Background: an optimization exercise with open tools, aiming at small area. Do not read the settings as production practice. RTL that was checked went through simulation tests only; none was proved equivalent to the original. Power figures rest on the tool's default switching activity, not on a simulated workload.

==> 10-23: inputs <==
==> flow/design.v <==
`timescale 1ns/1ps
`default_nettype none
package rvCorePkg;
    localparam int XLEN        = 32;
    localparam int REG_ADDR_W  = 5;
    localparam int WORD_ADDR_W = 30;
    function automatic logic [XLEN-1:0] byteSwap(input logic [XLEN-1:0] word);
        byteSwap = {word[7:0], word[15:8], word[23:16], word[31:24]};
    endfunction
endpackage
`default_nettype wire
`timescale 1ns/1ps
`default_nettype none
module fetchStage (
    input  wire         clk,
    input  wire         rst_n,
    input  wire         stall,
    output logic [29:0] iAddr,
    input  wire  [31:0] iRdata,
    output logic [2:0]  cls,      
    output logic [31:7] fld       
);
    logic [31:0] inst;
    logic [2:0]  clsNext;
    always_ff @(posedge clk or negedge rst_n) begin
        if (!rst_n) begin
            iAddr <= '0;
        end else begin
            iAddr <= iAddr + {29'd0, ~stall};
        end
    end
    assign inst = rvCorePkg::byteSwap(iRdata);
    always_comb begin
        clsNext = 3'b000;
        if (inst[1:0] == 2'b11) begin
            case (inst[6:2])
                5'b01100: clsNext = 3'b101;
                5'b00100: clsNext = 3'b100;
                5'b00000: clsNext = 3'b110;
                5'b01000: clsNext = 3'b001;
                default:  clsNext = 3'b000;
            endcase
        end
    end
    always_ff @(posedge clk or negedge rst_n) begin
        if (!rst_n) begin
            cls <= '0;
        end else if (!stall) begin
            cls <= clsNext;
        end
    end
    always_ff @(posedge clk) begin
        if (!stall) begin
            fld <= inst[31:7];
        end
    end
endmodule
`default_nettype wire
`timescale 1ns/1ps
`default_nettype none
module regFile (
    input  wire         clk,
    input  wire         rst_n,
    input  wire         wen,
    input  wire  [4:0]  waddr,
    input  wire  [31:0] wdata,
    input  wire  [4:0]  rs1,
    input  wire  [4:0]  rs2,
    output logic [31:0] rdata1,
    output logic [31:0] rdata2
);
    logic [31:1][31:0] regs;
    logic [31:1] written;
    logic [31:1] we;
    logic [31:1] keep;
    logic [31:1] sel1;
    logic [31:1] sel2;
    always_comb begin
        for (int i = 1; i < 32; i++) begin
            we[i]   = wen && (waddr == 5'(i));
            keep[i] = written[i] && !we[i];
            sel1[i] = written[i] && (rs1 == 5'(i));
            sel2[i] = written[i] && (rs2 == 5'(i));
        end
    end
    always_ff @(posedge clk or negedge rst_n) begin
        if (!rst_n) begin
            written <= '0;
        end else begin
            written <= written | we;
        end
    end
    always_ff @(posedge clk) begin
        for (int i = 1; i < 32; i++) begin
            regs[i] <= ({32{we[i]}} & wdata) | ({32{keep[i]}} & regs[i]);
        end
    end
    always_comb begin
        rdata1 = '0;
        rdata2 = '0;
        for (int i = 1; i < 32; i++) begin
            rdata1 = rdata1 | ({32{sel1[i]}} & regs[i]);
            rdata2 = rdata2 | ({32{sel2[i]}} & regs[i]);
        end
    end
endmodule
`default_nettype wire
`timescale 1ns/1ps
`default_nettype none
module decodeStage (
    input  wire         clk,
    input  wire         rst_n,
    input  wire         stall,
    input  wire  [2:0]  cls,
    input  wire  [31:7] fld,
    input  wire         wbEn,
    input  wire  [4:0]  wbAddr,
    input  wire  [31:0] wbData,
    output logic        idW,
    output logic        idL,
    output logic        idS,
    output logic [4:0]  idRd,
    output logic [3:0]  idOp,     
    output logic        idUseImm,
    output logic [11:0] idImm,
    output logic [31:0] idA,
    output logic [31:0] idB       
);
    logic [31:0] rdata1;
    logic [31:0] rdata2;
    logic        isR, isI, isS, useImm, ok;
    logic [2:0]  f3;
    logic        b30;
    logic [3:0]  op;
    regFile uRegFile (
        .clk    (clk),
        .rst_n  (rst_n),
        .wen    (wbEn),
        .waddr  (wbAddr),
        .wdata  (wbData),
        .rs1    (fld[19:15]),
        .rs2    (fld[24:20]),
        .rdata1 (rdata1),
        .rdata2 (rdata2)
    );
    assign isR    = cls[2] & ~cls[1] & cls[0];
    assign isI    = cls[2] & ~cls[1] & ~cls[0];
    assign isS    = ~cls[2] & cls[0];
    assign useImm = cls[1] | (cls[2] ^ cls[0]);
    assign f3     = fld[14:12];
    assign b30    = fld[30];
    assign ok = isI | (isR & ~b30);
    always_comb begin
        op = 4'b0000;
        if (isR & b30 & (f3 == 3'b000)) begin
            op = 4'b1000;
        end else if ((isR | isI) & (f3 == 3'b101)) begin
            op = {b30, 3'b101};
        end else if (ok & (f3 != 3'b011)) begin
            op = {1'b0, f3};
        end
    end
    always_ff @(posedge clk or negedge rst_n) begin
        if (!rst_n) begin
            idW      <= 1'b0;
            idL      <= 1'b0;
            idS      <= 1'b0;
            idOp     <= '0;
            idUseImm <= 1'b0;
            idA      <= '0;
            idB      <= '0;
        end else if (!stall) begin
            idW      <= cls[2];
            idL      <= cls[1];
            idS      <= isS;
            idOp     <= op;
            idUseImm <= useImm;
            idA      <= rdata1;
            idB      <= rdata2;
        end
    end
    always_ff @(posedge clk) begin
        if (!stall) begin
            idRd  <= fld[11:7];
            idImm <= isS ? {fld[31:25], fld[11:7]} : fld[31:20];
        end
    end
endmodule
`default_nettype wire
`timescale 1ns/1ps
`default_nettype none
module aluUnit (
    input  wire  [3:0]  op,       
    input  wire  [31:0] opA,
    input  wire  [31:0] opB,
    output logic [31:0] aluOut
);
    logic        doSub, doSlt, doSh, doLeft, doArith, doXor, doOr, doAnd, doAdd;
    logic [31:0] sum;
    logic        lt;
    logic [31:0] shIn, shOut, shRes;
    logic [4:0]  shamt;
    assign doSub   = op == 4'b1000;
    assign doSlt   = op[2:0] == 3'b010;
    assign doSh    = op[1:0] == 2'b01;
    assign doLeft  = ~op[2];
    assign doArith = op[3];
    assign doXor   = op[2:0] == 3'b100;
    assign doOr    = op[2:0] == 3'b110;
    assign doAnd   = op[2:0] == 3'b111;
    assign doAdd   = op[2:0] == 3'b000;
    assign sum = opA + ((doSub | doSlt) ? ~opB : opB) + {31'd0, doSub | doSlt};
    assign lt  = (opA[31] ^ opB[31]) ? opA[31] : sum[31];
    assign shamt = opB[4:0];
    always_comb begin
        for (int i = 0; i < 32; i++) begin
            shIn[i] = doLeft ? opA[31-i] : opA[i];
        end
        shOut = 32'($signed({doArith & opA[31], shIn}) >>> shamt);
        for (int i = 0; i < 32; i++) begin
            shRes[i] = doLeft ? shOut[31-i] : shOut[i];
        end
    end
    assign aluOut = ({32{doAdd}} & sum)
                  | {31'd0, doSlt & lt}
                  | ({32{doSh}} & shRes)
                  | ({32{doXor}} & (opA ^ opB))
                  | ({32{doOr}}  & (opA | opB))
                  | ({32{doAnd}} & (opA & opB));
endmodule
module executeStage (
    input  wire         clk,
    input  wire         rst_n,
    input  wire         stall,
    input  wire         idW,
    input  wire         idL,
    input  wire         idS,
    input  wire  [4:0]  idRd,
    input  wire  [3:0]  idOp,
    input  wire         idUseImm,
    input  wire  [11:0] idImm,
    input  wire  [31:0] idA,
    input  wire  [31:0] idB,
    output logic        exW,
    output logic        exL,
    output logic        exS,
    output logic [4:0]  exRd,
    output logic [31:0] exAlu,
    output logic [31:0] exSd
);
    logic [31:0] opB;
    logic [31:0] aluOut;
    assign opB = idUseImm ? {{20{idImm[11]}}, idImm} : idB;
    aluUnit uAlu (
        .op     (idOp),
        .opA    (idA),
        .opB    (opB),
        .aluOut (aluOut)
    );
    always_ff @(posedge clk or negedge rst_n) begin
        if (!rst_n) begin
            exW   <= 1'b0;
            exL   <= 1'b0;
            exS   <= 1'b0;
            exAlu <= '0;
            exSd  <= '0;
        end else if (!stall) begin
            exW   <= idW;
            exL   <= idL;
            exS   <= idS;
            exAlu <= aluOut;
            exSd  <= rvCorePkg::byteSwap(idB);
        end
    end
    always_ff @(posedge clk) begin
        if (!stall) begin
            exRd <= idRd;
        end
    end
endmodule
`default_nettype wire
`timescale 1ns/1ps
`default_nettype none
module memWriteback (
    input  wire         clk,
    input  wire         rst_n,
    input  wire         stall,
    input  wire         exW,
    input  wire         exL,
    input  wire         exS,
    input  wire  [4:0]  exRd,
    input  wire  [31:0] exAlu,
    input  wire  [31:0] exSd,
    output logic        dReqRen,
    output logic        dReqWen,
    output logic [29:0] dReqAddr,
    output logic [31:0] dReqWdata,
    input  wire  [31:0] dRdata,
    output logic        wbEn,
    output logic [4:0]  wbAddr,
    output logic [31:0] wbData
);
    assign dReqRen   = exL;
    assign dReqWen   = exS & ~stall;
    assign dReqAddr  = exAlu[31:2];
    assign dReqWdata = exSd;
    always_ff @(posedge clk or negedge rst_n) begin
        if (!rst_n) begin
            wbEn <= 1'b0;
        end else if (!stall) begin
            wbEn <= exW;
        end
    end
    always_ff @(posedge clk) begin
        if (!stall) begin
            wbAddr <= exRd;
            wbData <= exL ? rvCorePkg::byteSwap(dRdata) : exAlu;
        end
    end
endmodule
`default_nettype wire
`timescale 1ns/1ps
`default_nettype none
module rvPipelineTop (
    input  wire         clk,
    input  wire         rst_n,
    output logic [29:0] iAddr,
    input  wire  [31:0] iRdata,
    input  wire         iStall,
    output logic        dReqRen,
    output logic        dReqWen,
    output logic [29:0] dReqAddr,
    output logic [31:0] dReqWdata,
    input  wire  [31:0] dRdata,
    input  wire         dStall
);
    logic        stall;
    logic [2:0]  cls;
    logic [31:7] fld;
    logic        idW, idL, idS, idUseImm;
    logic [4:0]  idRd;
    logic [3:0]  idOp;
    logic [11:0] idImm;
    logic [31:0] idA, idB;
    logic        exW, exL, exS;
    logic [4:0]  exRd;
    logic [31:0] exAlu, exSd;
    logic        wbEn;
    logic [4:0]  wbAddr;
    logic [31:0] wbData;
    assign stall = iStall | dStall;
    fetchStage uFetch (
        .clk    (clk),
        .rst_n  (rst_n),
        .stall  (stall),
        .iAddr  (iAddr),
        .iRdata (iRdata),
        .cls    (cls),
        .fld    (fld)
    );
    decodeStage uDecode (
        .clk      (clk),
        .rst_n    (rst_n),
        .stall    (stall),
        .cls      (cls),
        .fld      (fld),
        .wbEn     (wbEn),
        .wbAddr   (wbAddr),
        .wbData   (wbData),
        .idW      (idW),
        .idL      (idL),
        .idS      (idS),
        .idRd     (idRd),
        .idOp     (idOp),
        .idUseImm (idUseImm),
        .idImm    (idImm),
        .idA      (idA),
        .idB      (idB)
    );
    executeStage uExecute (
        .clk      (clk),
        .rst_n    (rst_n),
        .stall    (stall),
        .idW      (idW),
        .idL      (idL),
        .idS      (idS),
        .idRd     (idRd),
        .idOp     (idOp),
        .idUseImm (idUseImm),
        .idImm    (idImm),
        .idA      (idA),
        .idB      (idB),
        .exW      (exW),
        .exL      (exL),
        .exS      (exS),
        .exRd     (exRd),
        .exAlu    (exAlu),
        .exSd     (exSd)
    );
    memWriteback uMemWb (
        .clk       (clk),
        .rst_n     (rst_n),
        .stall     (stall),
        .exW       (exW),
        .exL       (exL),
        .exS       (exS),
        .exRd      (exRd),
        .exAlu     (exAlu),
        .exSd      (exSd),
        .dReqRen   (dReqRen),
        .dReqWen   (dReqWen),
        .dReqAddr  (dReqAddr),
        .dReqWdata (dReqWdata),
        .dRdata    (dRdata),
        .wbEn      (wbEn),
        .wbAddr    (wbAddr),
        .wbData    (wbData)
    );
endmodule
`default_nettype wire
==> flow/flow/run.sh <==
#!/bin/bash
# Standard layout, with synthesis mapped by an area-oriented ABC script,
# port buffers of the smallest buffer, a clock tree of smaller buffers without
# dummy loads, and power recovery (downsizing off the critical paths) after global routing.
set -uo pipefail
HERE=$(pwd)
export MY_ABC_SCRIPT=$HERE/flow/abc_area.script
sed -e "s#SYNTH_SCRIPT=[^ ]*#SYNTH_SCRIPT=$HERE/flow/my_synth.tcl#" standard.sh > my_standard.sh
bash my_standard.sh \
  "BUFFER_PORTS_ARGS=-buffer_cell sky130_fd_sc_hd__buf_1" \
  "CTS_ARGS=-sink_clustering_enable -repair_clock_nets -dont_use_dummy_load -buf_list {sky130_fd_sc_hd__clkbuf_4 sky130_fd_sc_hd__clkbuf_8} -sink_clustering_size 20 -sink_clustering_max_diameter 60" \
  RECOVER_POWER=100 \
  finish > flow_make.log 2>&1
exit $?
==> flow/flow/abc_area.script <==
strash
dc2
&get -n
&dch -f
&nf
&put
==> flow/flow/my_synth.tcl <==
# Standard synthesis (synth_recipe.tcl) with an area-oriented ABC mapping script
proc synth {args} { yosys synth -nofsm -noshare {*}$args }
proc abc {args} {
  set i [lsearch -exact $args -script]
  if { $i >= 0 } {
    set args [lreplace $args [expr {$i + 1}] [expr {$i + 1}] $::env(MY_ABC_SCRIPT)]
  }
  yosys abc {*}$args
}
source $::env(SCRIPTS_DIR)/synth.tcl
# left out here: clear keep_hierarchy, flatten, clean up, hide names made inside functions, write 1_2_yosys.v
==> flow/standard.sh <==
#!/bin/bash
# synth_recipe.tcl (not shown) runs the flow's synth.tcl, then flattens the netlist and writes it again
# the make line also repeats each setting of config.mk as NAME=value (left out here)
make -C /OpenROAD-flow-scripts/flow DESIGN_CONFIG=/design/flow/config.mk WORK_HOME=/design/flow/orfs CLKGATE_MAP_FILE= SYNTH_SCRIPT=/design/flow/synth_recipe.tcl "${@:-finish}"
==> flow/config.mk <==
export PLATFORM = sky130hd
export DESIGN_NAME = rvPipelineTop
export DESIGN_NICKNAME = rvPipelineTop
export VERILOG_FILES = /design/flow/design.v
export SDC_FILE = /design/flow/constraint.sdc
export NUM_CORES = 4
export LEC_CHECK = 0
export CAP_MARGIN = 20
export CELL_PAD_IN_SITES_DETAIL_PLACEMENT = 1
export CELL_PAD_IN_SITES_GLOBAL_PLACEMENT = 2
export CORE_MARGIN = 2
export CORE_UTILIZATION = 60
export PLACE_DENSITY = 0.7
export SLEW_MARGIN = 20
==> flow/constraint.sdc <==
create_clock -name core_clock -period 5.0 [get_ports {clk}]
set_input_delay 1.0000 -clock core_clock [delete_from_list [all_inputs] [get_ports {clk}]]
set_output_delay 1.0000 -clock core_clock [all_outputs]
set_load 0.01 [all_outputs]
==> inputs of 04-01, as changes to 10-23 <==
--- a/flow/design.v
+++ b/flow/design.v
@@ -122,4 +122,5 @@
     output logic [4:0]  idRd,
     output logic [3:0]  idOp,     
+    output logic        idInv,    
     output logic        idUseImm,
     output logic [11:0] idImm,
@@ -166,7 +167,6 @@
             idL      <= 1'b0;
             idS      <= 1'b0;
-            idOp     <= '0;
-            idUseImm <= 1'b0;
-            idA      <= '0;
+            idOp     <= 4'b0011;
+            idInv    <= 1'b0;
             idB      <= '0;
         end else if (!stall) begin
@@ -175,6 +175,5 @@
             idS      <= isS;
             idOp     <= op;
-            idUseImm <= useImm;
-            idA      <= rdata1;
+            idInv    <= (op == 4'b1000) | (op[2:0] == 3'b010);
             idB      <= rdata2;
         end
@@ -182,6 +181,8 @@
     always_ff @(posedge clk) begin
         if (!stall) begin
-            idRd  <= fld[11:7];
-            idImm <= isS ? {fld[31:25], fld[11:7]} : fld[31:20];
+            idRd     <= fld[11:7];
+            idImm    <= isS ? {fld[31:25], fld[11:7]} : fld[31:20];
+            idUseImm <= useImm;
+            idA      <= rdata1;
         end
     end
@@ -192,14 +193,14 @@
 module aluUnit (
     input  wire  [3:0]  op,       
+    input  wire         inv,      
     input  wire  [31:0] opA,
     input  wire  [31:0] opB,
     output logic [31:0] aluOut
 );
-    logic        doSub, doSlt, doSh, doLeft, doArith, doXor, doOr, doAnd, doAdd;
-    logic [31:0] sum;
+    logic        doSlt, doSh, doLeft, doArith, doXor, doOr, doAnd, doAdd;
+    logic [31:0] b2, p, g, sum;
     logic        lt;
     logic [31:0] shIn, shOut, shRes;
     logic [4:0]  shamt;
-    assign doSub   = op == 4'b1000;
     assign doSlt   = op[2:0] == 3'b010;
     assign doSh    = op[1:0] == 2'b01;
@@ -210,5 +211,6 @@
     assign doAnd   = op[2:0] == 3'b111;
     assign doAdd   = op[2:0] == 3'b000;
-    assign sum = opA + ((doSub | doSlt) ? ~opB : opB) + {31'd0, doSub | doSlt};
+    assign b2  = inv ? ~opB : opB;
+    assign sum = opA + b2 + {31'd0, inv};
     assign lt  = (opA[31] ^ opB[31]) ? opA[31] : sum[31];
     assign shamt = opB[4:0];
@@ -219,13 +221,15 @@
         shOut = 32'($signed({doArith & opA[31], shIn}) >>> shamt);
         for (int i = 0; i < 32; i++) begin
-            shRes[i] = doLeft ? shOut[31-i] : shOut[i];
+            shRes[i] = shOut[31-i];
         end
     end
+    assign p = opA ^ b2;
+    assign g = opA & b2;
     assign aluOut = ({32{doAdd}} & sum)
                   | {31'd0, doSlt & lt}
-                  | ({32{doSh}} & shRes)
-                  | ({32{doXor}} & (opA ^ opB))
-                  | ({32{doOr}}  & (opA | opB))
-                  | ({32{doAnd}} & (opA & opB));
+                  | ({32{doSh & ~doLeft}} & shOut)
+                  | ({32{doSh & doLeft}} & shRes)
+                  | ({32{doXor | doOr}} & p)
+                  | ({32{doOr | doAnd}} & g);
 endmodule
 module executeStage (
@@ -238,4 +242,5 @@
     input  wire  [4:0]  idRd,
     input  wire  [3:0]  idOp,
+    input  wire         idInv,
     input  wire         idUseImm,
     input  wire  [11:0] idImm,
@@ -254,4 +259,5 @@
     aluUnit uAlu (
         .op     (idOp),
+        .inv    (idInv),
         .opA    (idA),
         .opB    (opB),
@@ -305,17 +311,19 @@
     assign dReqAddr  = exAlu[31:2];
     assign dReqWdata = exSd;
+    logic wbW;
+    logic moved;
     always_ff @(posedge clk or negedge rst_n) begin
         if (!rst_n) begin
-            wbEn <= 1'b0;
-        end else if (!stall) begin
-            wbEn <= exW;
+            wbW <= 1'b0;
+        end else begin
+            wbW <= exW;
         end
     end
     always_ff @(posedge clk) begin
-        if (!stall) begin
-            wbAddr <= exRd;
-            wbData <= exL ? rvCorePkg::byteSwap(dRdata) : exAlu;
-        end
+        moved  <= ~stall;
+        wbAddr <= exRd;
+        wbData <= exL ? rvCorePkg::byteSwap(dRdata) : exAlu;
     end
+    assign wbEn = wbW & moved;
 endmodule
 `default_nettype wire
@@ -341,4 +349,5 @@
     logic [4:0]  idRd;
     logic [3:0]  idOp;
+    logic        idInv;
     logic [11:0] idImm;
     logic [31:0] idA, idB;
@@ -373,4 +382,5 @@
         .idRd     (idRd),
         .idOp     (idOp),
+        .idInv    (idInv),
         .idUseImm (idUseImm),
         .idImm    (idImm),
@@ -387,4 +397,5 @@
         .idRd     (idRd),
         .idOp     (idOp),
+        .idInv    (idInv),
         .idUseImm (idUseImm),
         .idImm    (idImm),
==> flow/flow/run.sh (replaced) <==
#!/bin/bash
# Standard layout, with synthesis mapped by an area-oriented ABC script,
# port buffers of the smallest buffer, a clock tree of larger clusters without
# dummy loads.
set -uo pipefail
HERE=$(pwd)
export MY_ABC_SCRIPT=$HERE/flow/abc_area.script
sed -e "s#SYNTH_SCRIPT=[^ ]*#SYNTH_SCRIPT=$HERE/flow/my_synth.tcl#" standard.sh > my_standard.sh
bash my_standard.sh \
  "BUFFER_PORTS_ARGS=-buffer_cell sky130_fd_sc_hd__buf_1" \
  "CTS_ARGS=-sink_clustering_enable -repair_clock_nets -dont_use_dummy_load -buf_list {sky130_fd_sc_hd__clkbuf_16} -sink_clustering_size 24 -sink_clustering_max_diameter 100" \
  finish > flow_make.log 2>&1
exit $?
==> flow/flow/abc_area.script (replaced) <==
strash
&get -n
&b
&dch -f
&nf
&put
strash
&get -n
&dch -f
&nf
&put
- CORE_UTILIZATION: 60 -> 50
- PLACE_DENSITY: 0.7 -> 0.6
- SETUP_SLACK_MARGIN: unset -> 0.05
==> inputs of 03-15, as changes to 10-23 <==
--- a/flow/design.v
+++ b/flow/design.v
@@ -96,10 +96,22 @@
         end
     end
+    logic [10:0][31:0] grp1;
+    logic [10:0][31:0] grp2;
     always_comb begin
+        for (int k = 0; k < 11; k++) begin
+            grp1[k] = '0;
+            grp2[k] = '0;
+            for (int j = 0; j < 3; j++) begin
+                if (3*k + j >= 1 && 3*k + j <= 31) begin
+                    grp1[k] = grp1[k] | ({32{sel1[3*k+j]}} & regs[3*k+j]);
+                    grp2[k] = grp2[k] | ({32{sel2[3*k+j]}} & regs[3*k+j]);
+                end
+            end
+        end
         rdata1 = '0;
         rdata2 = '0;
-        for (int i = 1; i < 32; i++) begin
-            rdata1 = rdata1 | ({32{sel1[i]}} & regs[i]);
-            rdata2 = rdata2 | ({32{sel2[i]}} & regs[i]);
+        for (int k = 0; k < 11; k++) begin
+            rdata1 = rdata1 | grp1[k];
+            rdata2 = rdata2 | grp2[k];
         end
     end
@@ -122,4 +134,5 @@
     output logic [4:0]  idRd,
     output logic [3:0]  idOp,     
+    output logic        idInv,    
     output logic        idUseImm,
     output logic [11:0] idImm,
@@ -166,7 +179,6 @@
             idL      <= 1'b0;
             idS      <= 1'b0;
-            idOp     <= '0;
-            idUseImm <= 1'b0;
-            idA      <= '0;
+            idOp     <= 4'b0011;
+            idInv    <= 1'b0;
             idB      <= '0;
         end else if (!stall) begin
@@ -175,6 +187,5 @@
             idS      <= isS;
             idOp     <= op;
-            idUseImm <= useImm;
-            idA      <= rdata1;
+            idInv    <= (op == 4'b1000) | (op[2:0] == 3'b010);
             idB      <= rdata2;
         end
@@ -182,6 +193,8 @@
     always_ff @(posedge clk) begin
         if (!stall) begin
-            idRd  <= fld[11:7];
-            idImm <= isS ? {fld[31:25], fld[11:7]} : fld[31:20];
+            idRd     <= fld[11:7];
+            idImm    <= isS ? {fld[31:25], fld[11:7]} : fld[31:20];
+            idUseImm <= useImm;
+            idA      <= rdata1;
         end
     end
@@ -192,14 +205,14 @@
 module aluUnit (
     input  wire  [3:0]  op,       
+    input  wire         inv,      
     input  wire  [31:0] opA,
     input  wire  [31:0] opB,
     output logic [31:0] aluOut
 );
-    logic        doSub, doSlt, doSh, doLeft, doArith, doXor, doOr, doAnd, doAdd;
-    logic [31:0] sum;
+    logic        doSlt, doSh, doLeft, doArith, doXor, doOr, doAnd, doAdd;
+    logic [31:0] b2, p, g, sum;
     logic        lt;
     logic [31:0] shIn, shOut, shRes;
     logic [4:0]  shamt;
-    assign doSub   = op == 4'b1000;
     assign doSlt   = op[2:0] == 3'b010;
     assign doSh    = op[1:0] == 2'b01;
@@ -210,5 +223,6 @@
     assign doAnd   = op[2:0] == 3'b111;
     assign doAdd   = op[2:0] == 3'b000;
-    assign sum = opA + ((doSub | doSlt) ? ~opB : opB) + {31'd0, doSub | doSlt};
+    assign b2  = inv ? ~opB : opB;
+    assign sum = opA + b2 + {31'd0, inv};
     assign lt  = (opA[31] ^ opB[31]) ? opA[31] : sum[31];
     assign shamt = opB[4:0];
@@ -219,13 +233,15 @@
         shOut = 32'($signed({doArith & opA[31], shIn}) >>> shamt);
         for (int i = 0; i < 32; i++) begin
-            shRes[i] = doLeft ? shOut[31-i] : shOut[i];
+            shRes[i] = shOut[31-i];
         end
     end
+    assign p = opA ^ b2;
+    assign g = opA & b2;
     assign aluOut = ({32{doAdd}} & sum)
                   | {31'd0, doSlt & lt}
-                  | ({32{doSh}} & shRes)
-                  | ({32{doXor}} & (opA ^ opB))
-                  | ({32{doOr}}  & (opA | opB))
-                  | ({32{doAnd}} & (opA & opB));
+                  | ({32{doSh & ~doLeft}} & shOut)
+                  | ({32{doSh & doLeft}} & shRes)
+                  | ({32{doXor | doOr}} & p)
+                  | ({32{doOr | doAnd}} & g);
 endmodule
 module executeStage (
@@ -238,4 +254,5 @@
     input  wire  [4:0]  idRd,
     input  wire  [3:0]  idOp,
+    input  wire         idInv,
     input  wire         idUseImm,
     input  wire  [11:0] idImm,
@@ -254,4 +271,5 @@
     aluUnit uAlu (
         .op     (idOp),
+        .inv    (idInv),
         .opA    (idA),
         .opB    (opB),
@@ -305,17 +323,19 @@
     assign dReqAddr  = exAlu[31:2];
     assign dReqWdata = exSd;
+    logic wbW;
+    logic moved;
     always_ff @(posedge clk or negedge rst_n) begin
         if (!rst_n) begin
-            wbEn <= 1'b0;
-        end else if (!stall) begin
-            wbEn <= exW;
+            wbW <= 1'b0;
+        end else begin
+            wbW <= exW;
         end
     end
     always_ff @(posedge clk) begin
-        if (!stall) begin
-            wbAddr <= exRd;
-            wbData <= exL ? rvCorePkg::byteSwap(dRdata) : exAlu;
-        end
+        moved  <= ~stall;
+        wbAddr <= exRd;
+        wbData <= exL ? rvCorePkg::byteSwap(dRdata) : exAlu;
     end
+    assign wbEn = wbW & moved;
 endmodule
 `default_nettype wire
@@ -341,4 +361,5 @@
     logic [4:0]  idRd;
     logic [3:0]  idOp;
+    logic        idInv;
     logic [11:0] idImm;
     logic [31:0] idA, idB;
@@ -373,4 +394,5 @@
         .idRd     (idRd),
         .idOp     (idOp),
+        .idInv    (idInv),
         .idUseImm (idUseImm),
         .idImm    (idImm),
@@ -387,4 +409,5 @@
         .idRd     (idRd),
         .idOp     (idOp),
+        .idInv    (idInv),
         .idUseImm (idUseImm),
         .idImm    (idImm),
==> flow/flow/run.sh (replaced) <==
#!/bin/bash
# Standard layout, with synthesis mapped by an area-oriented ABC script,
# port buffers of the smallest buffer, a clock tree of larger clusters without
# dummy loads.
set -uo pipefail
HERE=$(pwd)
export MY_ABC_SCRIPT=$HERE/flow/abc_area.script
sed -e "s#SYNTH_SCRIPT=[^ ]*#SYNTH_SCRIPT=$HERE/flow/my_synth.tcl#" standard.sh > my_standard.sh
bash my_standard.sh \
  "BUFFER_PORTS_ARGS=-buffer_cell sky130_fd_sc_hd__buf_1" \
  "CTS_ARGS=-sink_clustering_enable -repair_clock_nets -dont_use_dummy_load -buf_list {sky130_fd_sc_hd__clkbuf_16} -sink_clustering_size 24 -sink_clustering_max_diameter 100" \
  finish > flow_make.log 2>&1
exit $?
==> flow/flow/abc_area.script (replaced) <==
strash
&get -n
&nf
&put
strash
&get -n
&nf
&put
- CORE_UTILIZATION: 60 -> 45
- PLACE_DENSITY: 0.7 -> 0.55
- SETUP_SLACK_MARGIN: unset -> 0.05
==> qor summary <==
Fraction of the mapped netlist area in simple logic gates: 10-23 9.05%; 03-15 8.47%; 04-01 8.70%
DR top layer: 10-23 -; 03-15 met5; 04-01 met5
Fraction of synthesized cell area in xor and xnor cells: 10-23 1.10%; 03-15 1.51%; 04-01 1.30%
Sequential group power: 10-23 -; 03-15 0.0107 W; 04-01 0.0111 W
Total global-route track usage: 10-23 -; 03-15 42.3%; 04-01 48.6%
Total number of multi-input combinational cells: 10-23 -; 03-15 3288; 04-01 3396
Number of logic inverters in the finished layout: 10-23 -; 03-15 21; 04-01 12
Non-Filler Cell Area, Final: 10-23 -; 03-15 0.0591 mm^2; 04-01 0.0594 mm^2
Internal reg-to-reg setup slack: 10-23 -; 03-15 0.51 ns; 04-01 0.71 ns
Outcome: 10-23 aborted with a tool error; 03-15 finished clean; 04-01 finished clean
Last stage reached: 10-23 global placement without I/O (3_1_place_gp_skip_io); 03-15 -; 04-01 -
DP Wirelength: 10-23 -; 03-15 162000 um; 04-01 182000 um
Layout fillers: 10-23 -; 03-15 12.4k; 04-01 11.2k
Area occupied by registers: 10-23 -; 03-15 0.0273 mm^2; 04-01 0.0273 mm^2
Total die area: 10-23 -; 03-15 0.120 mm^2; 04-01 0.109 mm^2
Multi-input gate share of total cell area: 10-23 -; 03-15 44.0%; 04-01 43.5%
Synthesized area per cell: 10-23 11.0 um^2; 03-15 11.4 um^2; 04-01 11.2 um^2
Function not checked in 10-23: the RTL went through the layout flow alone.

what the ideal ports hide:
How much do the figures lean on ideal ports? The routed layouts below were timed once more, with nothing changed but the port constraints. Step 1: set_driving_cell puts a clkbuf_16 on clk and a buf_2 on each other input, an assumption about the parent block. Step 2 moves the port delays by t, midway between the first and last clock arrival at a register: inputs arrive t later, outputs are due t later. That takes back most of the time a late clock gives input paths. Three values: ideal ports, drivers, drivers and shift; two values: the first two.
run | t (ns) | setup WS [ns] | worst setup path after step 2 | clock arrival spread, ns
04-01 | 0.797 | 0.707 / 0.707 / 0.707 | register to register | 0.087 / 0.087
03-15 | 0.806 | 0.507 / 0.507 / 0.507 | register to register | 0.086 / 0.086
After both steps every run listed still meets setup and hold.
